Source: an optimization exercise on an open RTL-to-GDS flow (aim: a short achievable clock period and few clock cycles). Production flows keep margins and buffers that such runs may drop.
The RTL was checked by simulation tests, not by an equivalence proof against the original design.
Power is estimated from default activity; no workload was simulated.

File: config.mk
export PLATFORM = sky130hd
export DESIGN_NAME = rv_core
export DESIGN_NICKNAME = rv_core
export VERILOG_FILES = /design/flow/design.v
export SDC_FILE = /design/flow/constraint.sdc
export NUM_CORES = 4
export LEC_CHECK = 0
export ABC_CLOCK_PERIOD_IN_PS = 2500
export CAP_MARGIN = 20
export CORE_MARGIN = 2
export CORE_UTILIZATION = 40
export SETUP_SLACK_MARGIN = 5
export SLEW_MARGIN = 20
File: constraint.sdc
create_clock -name core_clock -period 8.0 [get_ports {clk}]
set_input_delay 1.6000 -clock core_clock [delete_from_list [all_inputs] [get_ports {clk}]]
set_output_delay 1.6000 -clock core_clock [all_outputs]
set_load 0.01 [all_outputs]
File: design.v
package rv_pkg;
  localparam int xlen = 32;
  localparam logic [6:0] OP_LOAD   = 7'b0000011;
  localparam logic [6:0] OP_ALUI   = 7'b0010011;
  localparam logic [6:0] OP_AUIPC  = 7'b0010111;
  localparam logic [6:0] OP_STORE  = 7'b0100011;
  localparam logic [6:0] OP_ALU    = 7'b0110011;
  localparam logic [6:0] OP_LUI    = 7'b0110111;
  localparam logic [6:0] OP_BRANCH = 7'b1100011;
  localparam logic [6:0] OP_JALR   = 7'b1100111;
  localparam logic [6:0] OP_JAL    = 7'b1101111;
endpackage
`timescale 1ns/1ps
module register_file (
  input  logic                    clk,
  input  logic                    rst,
  input  logic [31:1]             rs1_sel,
  input  logic [31:1]             rs2_sel,
  input  logic [31:1]             wen,
  input  logic [rv_pkg::xlen-1:0] wdata,
  output logic [rv_pkg::xlen-1:0] rs1_data,
  output logic [rv_pkg::xlen-1:0] rs2_data
);
  logic [rv_pkg::xlen-1:0] regs [1:31];
  always_ff @(posedge clk or negedge rst) begin
    if (!rst) begin
      for (int i = 1; i < 32; i++) regs[i] <= '0;
    end else begin
      for (int i = 1; i < 32; i++) begin
        if (wen[i]) regs[i] <= wdata;
      end
    end
  end
  always_comb begin
    rs1_data = '0;
    rs2_data = '0;
    for (int i = 1; i < 32; i++) begin
      rs1_data = rs1_data | ({rv_pkg::xlen{rs1_sel[i]}} & regs[i]);
      rs2_data = rs2_data | ({rv_pkg::xlen{rs2_sel[i]}} & regs[i]);
    end
  end
endmodule
`timescale 1ns/1ps
module rv_core #(
  parameter logic [rv_pkg::xlen-1:0] reset_pc = '0
) (
  input  logic                    clk,
  input  logic                    rst,
  input  logic                    halt,
  output logic                    mem_req,
  output logic [rv_pkg::xlen-1:0] mem_addr,
  output logic                    mem_we,
  output logic [rv_pkg::xlen-1:0] mem_wdata,
  input  logic                    mem_ack,
  input  logic [rv_pkg::xlen-1:0] mem_rdata
);
  function automatic logic [31:1] onehot(input logic [4:0] a);
    for (int i = 1; i < 32; i++) onehot[i] = (a == i);
  endfunction
  logic st_waitf;    
  logic st_fetch;    
  logic st_dec;      
  logic st_exe;      
  logic st_waitd;    
  logic st_data;     
  logic              req_q;
  logic              we_q;
  logic [rv_pkg::xlen-1:0]   addr_q;
  logic [rv_pkg::xlen-1:0]   wdata_q;
  logic [rv_pkg::xlen-1:0]   pc;
  logic [rv_pkg::xlen-1:0]   pc4;
  logic [rv_pkg::xlen-1:0]   tgt;
  logic [rv_pkg::xlen-1:0]   ir;
  logic [31:1]       rs1_sel;
  logic [31:1]       rs2_sel;
  logic [31:1]       rd_oh;
  logic [31:1]       wen;
  logic              ldw;
  logic [rv_pkg::xlen-1:0]   wd;
  logic [rv_pkg::xlen-1:0]   rs1_data;
  logic [rv_pkg::xlen-1:0]   rs2_data;
  logic [rv_pkg::xlen-1:0]   opa;
  logic [rv_pkg::xlen-1:0]   opb;
  logic [rv_pkg::xlen-1:0]   aimm;
  logic [rv_pkg::xlen-1:0]   uimm;
  logic [2:0]        f3;
  logic              d_load, d_store, d_branch, d_jal, d_jalr, d_lui, d_auipc, d_arith;
  logic              d_sub, d_sra, d_wr;
  assign mem_req   = req_q;
  assign mem_addr  = addr_q;
  assign mem_we    = we_q;
  assign mem_wdata = wdata_q;
  register_file i_register_file (
    .clk      (clk),
    .rst      (rst),
    .rs1_sel  (rs1_sel),
    .rs2_sel  (rs2_sel),
    .wen      (wen | (rd_oh & {31{ldw}})),
    .wdata    (wd),
    .rs1_data (rs1_data),
    .rs2_data (rs2_data)
  );
  always_ff @(posedge clk) begin
    if (st_fetch) begin
      ir      <= mem_rdata;
      rs1_sel <= onehot(mem_rdata[19:15]);
      rs2_sel <= onehot(mem_rdata[24:20]);
    end
  end
  logic [6:0]      opcode;
  logic [rv_pkg::xlen-1:0] imm_i, imm_s, imm_b, imm_u, imm_j;
  assign opcode = ir[6:0];
  assign imm_i  = {{20{ir[31]}}, ir[31:20]};
  assign imm_s  = {{20{ir[31]}}, ir[31:25], ir[11:7]};
  assign imm_b  = {{20{ir[31]}}, ir[7], ir[30:25], ir[11:8], 1'b0};
  assign imm_u  = {ir[31:12], 12'b0};
  assign imm_j  = {{12{ir[31]}}, ir[19:12], ir[20], ir[30:21], 1'b0};
  always_ff @(posedge clk) begin
    if (st_dec) begin
      opa      <= rs1_data;
      opb      <= (opcode == rv_pkg::OP_ALUI) ? imm_i : rs2_data;
      wdata_q  <= rs2_data;
      aimm     <= (opcode == rv_pkg::OP_STORE) ? imm_s : imm_i;
      uimm     <= imm_u;
      pc4      <= pc + 32'd4;
      tgt      <= pc + ((opcode == rv_pkg::OP_BRANCH) ? imm_b : (opcode == rv_pkg::OP_JAL) ? imm_j : imm_u);
      rd_oh    <= onehot(ir[11:7]);
      f3       <= ir[14:12];
      d_load   <= opcode == rv_pkg::OP_LOAD;
      d_store  <= opcode == rv_pkg::OP_STORE;
      d_branch <= opcode == rv_pkg::OP_BRANCH;
      d_jal    <= opcode == rv_pkg::OP_JAL;
      d_jalr   <= opcode == rv_pkg::OP_JALR;
      d_lui    <= opcode == rv_pkg::OP_LUI;
      d_auipc  <= opcode == rv_pkg::OP_AUIPC;
      d_arith  <= (opcode == rv_pkg::OP_ALU) || (opcode == rv_pkg::OP_ALUI);
      d_sub    <= (opcode == rv_pkg::OP_ALU) && (ir[31:25] == 7'b0100000);
      d_sra    <= ir[30];
      d_wr     <= (opcode == rv_pkg::OP_ALU) || (opcode == rv_pkg::OP_ALUI) || (opcode == rv_pkg::OP_LUI) ||
                  (opcode == rv_pkg::OP_AUIPC) || (opcode == rv_pkg::OP_JAL) || (opcode == rv_pkg::OP_JALR);
    end
  end
  logic [rv_pkg::xlen-1:0] sum;
  logic [rv_pkg::xlen-1:0] npc;
  logic [rv_pkg::xlen-1:0] alu_y;
  logic [rv_pkg::xlen-1:0] res;
  logic [4:0]      shamt;
  logic            eq, lt_s, lt_u, take;
  assign sum   = opa + aimm;
  assign eq    = opa == opb;
  assign lt_u  = opa < opb;
  assign lt_s  = $signed(opa) < $signed(opb);
  assign take  = (f3[2] ? (f3[1] ? lt_u : lt_s) : eq) ^ f3[0];
  assign shamt = opb[4:0];
  always_comb begin
    if (d_jalr) npc = {sum[rv_pkg::xlen-1:1], 1'b0};
    else if (d_jal || (d_branch && take)) npc = {tgt[rv_pkg::xlen-1:1], 1'b0};
    else npc = pc4;
  end
  always_comb begin
    case (f3)
      3'd0: alu_y = d_sub ? opa - opb : opa + opb;
      3'd1: alu_y = opa << shamt;
      3'd2: alu_y = {31'b0, lt_s};
      3'd3: alu_y = {31'b0, lt_u};
      3'd4: alu_y = opa ^ opb;
      3'd5: begin
        if (d_sra) alu_y = $signed(opa) >>> shamt;
        else alu_y = opa >> shamt;
      end
      3'd6: alu_y = opa | opb;
      default: alu_y = opa & opb;
    endcase
  end
  always_comb begin
    if (d_arith) res = alu_y;
    else if (d_lui) res = uimm;
    else if (d_auipc) res = tgt;
    else res = pc4;
  end
  always_ff @(posedge clk) begin
    if (st_exe) wd <= res;
    else if (st_data) wd <= mem_rdata;
  end
  always_ff @(posedge clk or negedge rst) begin
    if (!rst) begin
      st_waitf <= 1'b1;
      st_fetch <= 1'b0;
      st_dec   <= 1'b0;
      st_exe   <= 1'b0;
      st_waitd <= 1'b0;
      st_data  <= 1'b0;
      req_q    <= 1'b0;
      we_q     <= 1'b0;
      addr_q   <= reset_pc;
      pc       <= reset_pc;
      wen      <= '0;
      ldw      <= 1'b0;
    end else begin
      wen <= '0;
      ldw <= 1'b0;
      if (st_waitf) begin
        addr_q <= pc;
        we_q   <= 1'b0;
        if (!mem_ack && !halt) begin
          req_q    <= 1'b1;
          st_waitf <= 1'b0;
          st_fetch <= 1'b1;
        end
      end
      if (st_fetch && mem_ack) begin
        req_q    <= 1'b0;
        st_fetch <= 1'b0;
        st_dec   <= 1'b1;
      end
      if (st_dec) begin
        st_dec <= 1'b0;
        st_exe <= 1'b1;
      end
      if (st_exe) begin
        st_exe <= 1'b0;
        wen    <= rd_oh & {31{d_wr}};
        pc     <= npc;
        if (d_load || d_store) begin
          addr_q <= sum;
          we_q   <= d_store;
          if (!mem_ack) begin
            req_q   <= 1'b1;
            st_data <= 1'b1;
          end else begin
            st_waitd <= 1'b1;
          end
        end else begin
          addr_q <= npc;
          we_q   <= 1'b0;
          if (!mem_ack && !halt) begin
            req_q    <= 1'b1;
            st_fetch <= 1'b1;
          end else begin
            st_waitf <= 1'b1;
          end
        end
      end
      if (st_waitd && !mem_ack) begin
        req_q    <= 1'b1;
        st_waitd <= 1'b0;
        st_data  <= 1'b1;
      end
      if (st_data && mem_ack) begin
        req_q    <= 1'b0;
        st_data  <= 1'b0;
        st_waitf <= 1'b1;
        ldw      <= d_load;
      end
    end
  end
endmodule
File: run.sh
#!/bin/bash
# synth_recipe.tcl (not shown) runs the flow's synth.tcl, then flattens the netlist and writes it again
# the make line also repeats each setting of config.mk as NAME=value (left out here)
make -C /OpenROAD-flow-scripts/flow DESIGN_CONFIG=/design/flow/config.mk WORK_HOME=/design/flow/orfs CLKGATE_MAP_FILE= SYNTH_SCRIPT=/design/flow/synth_recipe.tcl finish
==> results.yml <==
place:
  routabilityCongestion: 1.01
  pre_cts_slack_ns: 2.77
  portBuffers: 101
  dp_hpwl_um: 213000
  place_area_mm2: 0.0815
  dp.cells: 8944
clock_network:
  ctsLongestPathBuffers: 3
  cts_made_buffers: 157
  clkSlewWorstSetupHoldPaths_ns: 0.07
  cts_max_level: 4
  cts_tree: "built"
  clkSinkCount: 1447
  cts-root-buf: "clkbuf_16"
  clkLatencyLatePin_ns: 0.86
worst_setup_path:
  required_ns: 8.66
  crit_path_start: "opb[0]$_DFFE_PP_"
  path_max_fanout: 7
  crit_path_start_kind: "flop"
  end_kind: "flop"
  crit_arrival_ns: 4.62
  path_class: "reg2reg"
  r2r_start: "opb[0]$_DFFE_PP_"
sta:
  drv_slew: 0
  post-route-period-util_pct: 49.6
  rsz0062_at_grt: "yes"
  fmax_mhz: 252
  finalHoldViolations: 0
  worst_slack_ns: 4.04
  holdWs_ns: 0.472
  min_period_ns: 3.96
  tightest_slew_ns: 1.24
  slew_headroom_pct: 17.5
  setup_viol: 0
  fin_tns_setup_ns: 0
  fin_skew_ns: 0.0492
logic_synthesis:
  synth_seq_cells: 1447
  synth-seq-area-share_pct: 49.1
  syn_nets: 6894
  synthCells: 6695
  avgSynthCellArea_um2: 11.5
  synth_edf_count: 351
  synth_cell_types: 89
  yosys_warnings: 3
  synthArstFlopShare_pct: 75.7
  syn-cell-area_mm2: 0.0773
  synthFlopType: "dfrtp_1"
final_layout:
  fin_util_pct: 47.7
  final_cell_mix: "dfrtp_1 (1,084), mux2_2 (1,033), a22oi_1 (670)"
  area_delta_synth_final_pct: 18.7
  fin_area_mm2: 0.0917
  fin_nets: 7055
  final_common_cell: "dfrtp_1"
  drive_above_1_share_pct: 33.1
  fin_cells: 9526
drt:
  drt_iter0_drc: 10800
  via_per_inst: 7.25
  route.detailed.drc: 0
  dr_total_vias: 69000
  wl_per_cell_um: 39.6
  firstDrtPassIters: 12
  drt-total-wl_um: 377000
  ant_nets: 0
grt:
  gr-total-overflow: 0
  grt_pass1_wl_um: 519000
  antenna_found_initial: 22
  grt.total_usage_pct: 37.1
  grt_max_degree: 180
  grt_pass1_vias: 65400
worst_hold_path:
  hold_path.class: "reg2reg"
  hold_start: "pc[0]$_DFFE_PN0P_"
floorplanning:
  rows: 161
  start_util_pct: 40.2
  dieArea_mm2: 0.197
  core_area_mm2: 0.192
  die_h_um: 443
  die_x_um: 443
  io_pins: 102
status:
  status: "complete, no violations"
job:
  max_cap_viol_count: 0
power_and_ir_drop:
  ir_drop_mv: 0.259
  power.density_mw_per_mm2: 302
  p_total_mw: 27.7
  p_leak_nw: 37.9
state kept, by name, indices dropped and copies added (netlist names), 2 cells and up:
signal and cells:
addr_q 32, pc 32, opb 32, rs2_sel 31, wdata_q 32, opa 32, wen 31, aimm 12
rs1_sel 31, f3 2, i_register_file.regs 992, ir 32, rd_oh 31, tgt 31, wd 32, pc4 32
uimm 11
logic make-up after synthesis:
kind of cell             count (synthesis)  share of synthesized area [%]
AO/OA/AOI/OAI                         1886                           17.8
flip-flops                            1447                           49.1
AND/OR/NAND/NOR                       1194                           7.67
multiplexers                          1190                           18.0
buffers and inverters                  706                           3.50
adder cells (fa/ha/maj)                163                           2.68
XOR/XNOR                               109                           1.24
power by group:
| part | total (mW) | switching (mW) | internal (mW) |
|---|---|---|---|
| logic | 7.59 | 3.50 | 4.08 |
| registers | 12.6 | 2.44 | 10.2 |
| clock network | 7.51 | 3.21 | 4.30 |
worst max-delay path, stage by stage, from the launching register on:
cell	delay, ns
edfxtp_1	0.45
buf_12	0.16
ha_4	0.16
fa_2	0.37
o21bai_4	0.20
a221oi_4	0.09
o221a_4	0.25
o211a_4	0.25
o32ai_4	0.34
mux2_4	0.36
mux2_4	0.38
nor2_8	0.17
buf_12	0.18
mux2i_4	0.29
a221oi_2	0.09
Yosys cell counts, drive strengths merged (29+ instances only):
master  instances  area share, %
dfrtp        1095             35
mux2         1039             15
a22oi         673            6.5
clkbuf        510            2.5
edfxtp        351             14
nor2          318            1.6
a21oi         295            1.9
nand3         251            1.6
nand2         210            1.0
o21ai         167            1.1
ha            159            2.6
a221oi        145            1.7
a22o          145            1.6
inv           128           0.62
mux2i          98            1.3
xnor2          85           0.96
nand4          79           0.64
a222oi         70           0.91
or4            68           0.66
buf            67           0.39
nor3           61           0.40
a21o           54           0.52
mux4           53            1.5
o21a           50           0.49
and3           49           0.40
a211oi         38           0.38
nor2b          38           0.31
o221ai         37           0.42
nand2b         30           0.24
o22ai          29           0.23
cell type report:
type / instances / area [um2]
tap: 2526 / 3160
timing repair buffer: 576 / 5430
clock buffer: 235 / 4590
inverter: 129 / 559
fill: 17200 / 100000
sequential: 1447 / 38000
timing repair inverter: 2 / 17.5
clock inverter: 47 / 611
multi-input combinational: 4543 / 39300
antenna: 21 / 52.6
path summary, 6_finish.rpt:
check / to / slack (ns) / cells past startpoint
max in group asynchronous: i_register_file.regs[17][7]$_DFFE_PN0P_ / 5.33 / 3
worst max register to register: addr_q[26]$_DFFE_PN0P_ / 4.04 / 14
worst min-delay path: pc4[0]$_DFFE_PP_ / 0.47 / 0
min in group asynchronous: i_register_file.regs[5][23]$_DFFE_PN0P_ / 0.76 / 1
worst min register to register: pc4[0]$_DFFE_PP_ / 0.47 / 0
worst max-delay path: addr_q[26]$_DFFE_PN0P_ / 4.04 / 14
per-layer routing:
metal	global-route usage [%]	share of wire [%]	wire length, um	up-vias
met5	0.659	0.090	339	-
met4	28.0	9.6	36000	25
met3	14.4	14	54600	1975
met2	53.0	41	156000	6151
met1	45.1	35	130000	34700
li1	-	-	-	26200
timing repair:
| item | in CTS | in global routing |
|---|---|---|
| gates cloned | 14 | 0 |
| hold buffers | 0 | 0 |
| buffers inserted | 192 | 63 |
| gates resized for setup | 607 | 260 |
| setup endpoints to repair | 259 | 170 |
| pin swaps | 139 | 157 |
| endpoints found under the hold margin | 0 | 0 |
Testbench counts, summed over its fixed seeds: cycles 91,029.

## static timing again, ports no longer ideal
No port has a modelled driver above. Below, the same layout with a new extraction and two added sets of constraints.
Step 1 (the two cells are an assumption about what drives the block):
set clk [get_ports {clk}]
set_driving_cell -lib_cell sky130_fd_sc_hd__clkbuf_16 $clk
set_driving_cell -lib_cell sky130_fd_sc_hd__buf_2 [delete_from_list [all_inputs] $clk]
Step 2 times the ports against the registers' clock, not the clock port: input delays grow and output delays shrink by t, the midpoint of the rising clock arrivals with the driver on.
a / b / c = no drivers / after step 1 / after step 2; a / b = the first two.
t (ns): 0.926
setup WS [ns]: 4.036 / 4.036 / 4.036
clock arrival spread, ns: 0.050 / 0.051
slew at the worst register clock pin (ns): 0.07 / 0.07
After both steps this run still meets setup and hold. For this run, drivers alone change the setup slack by 0.000 ns; drivers and shift together by 0.000 ns.
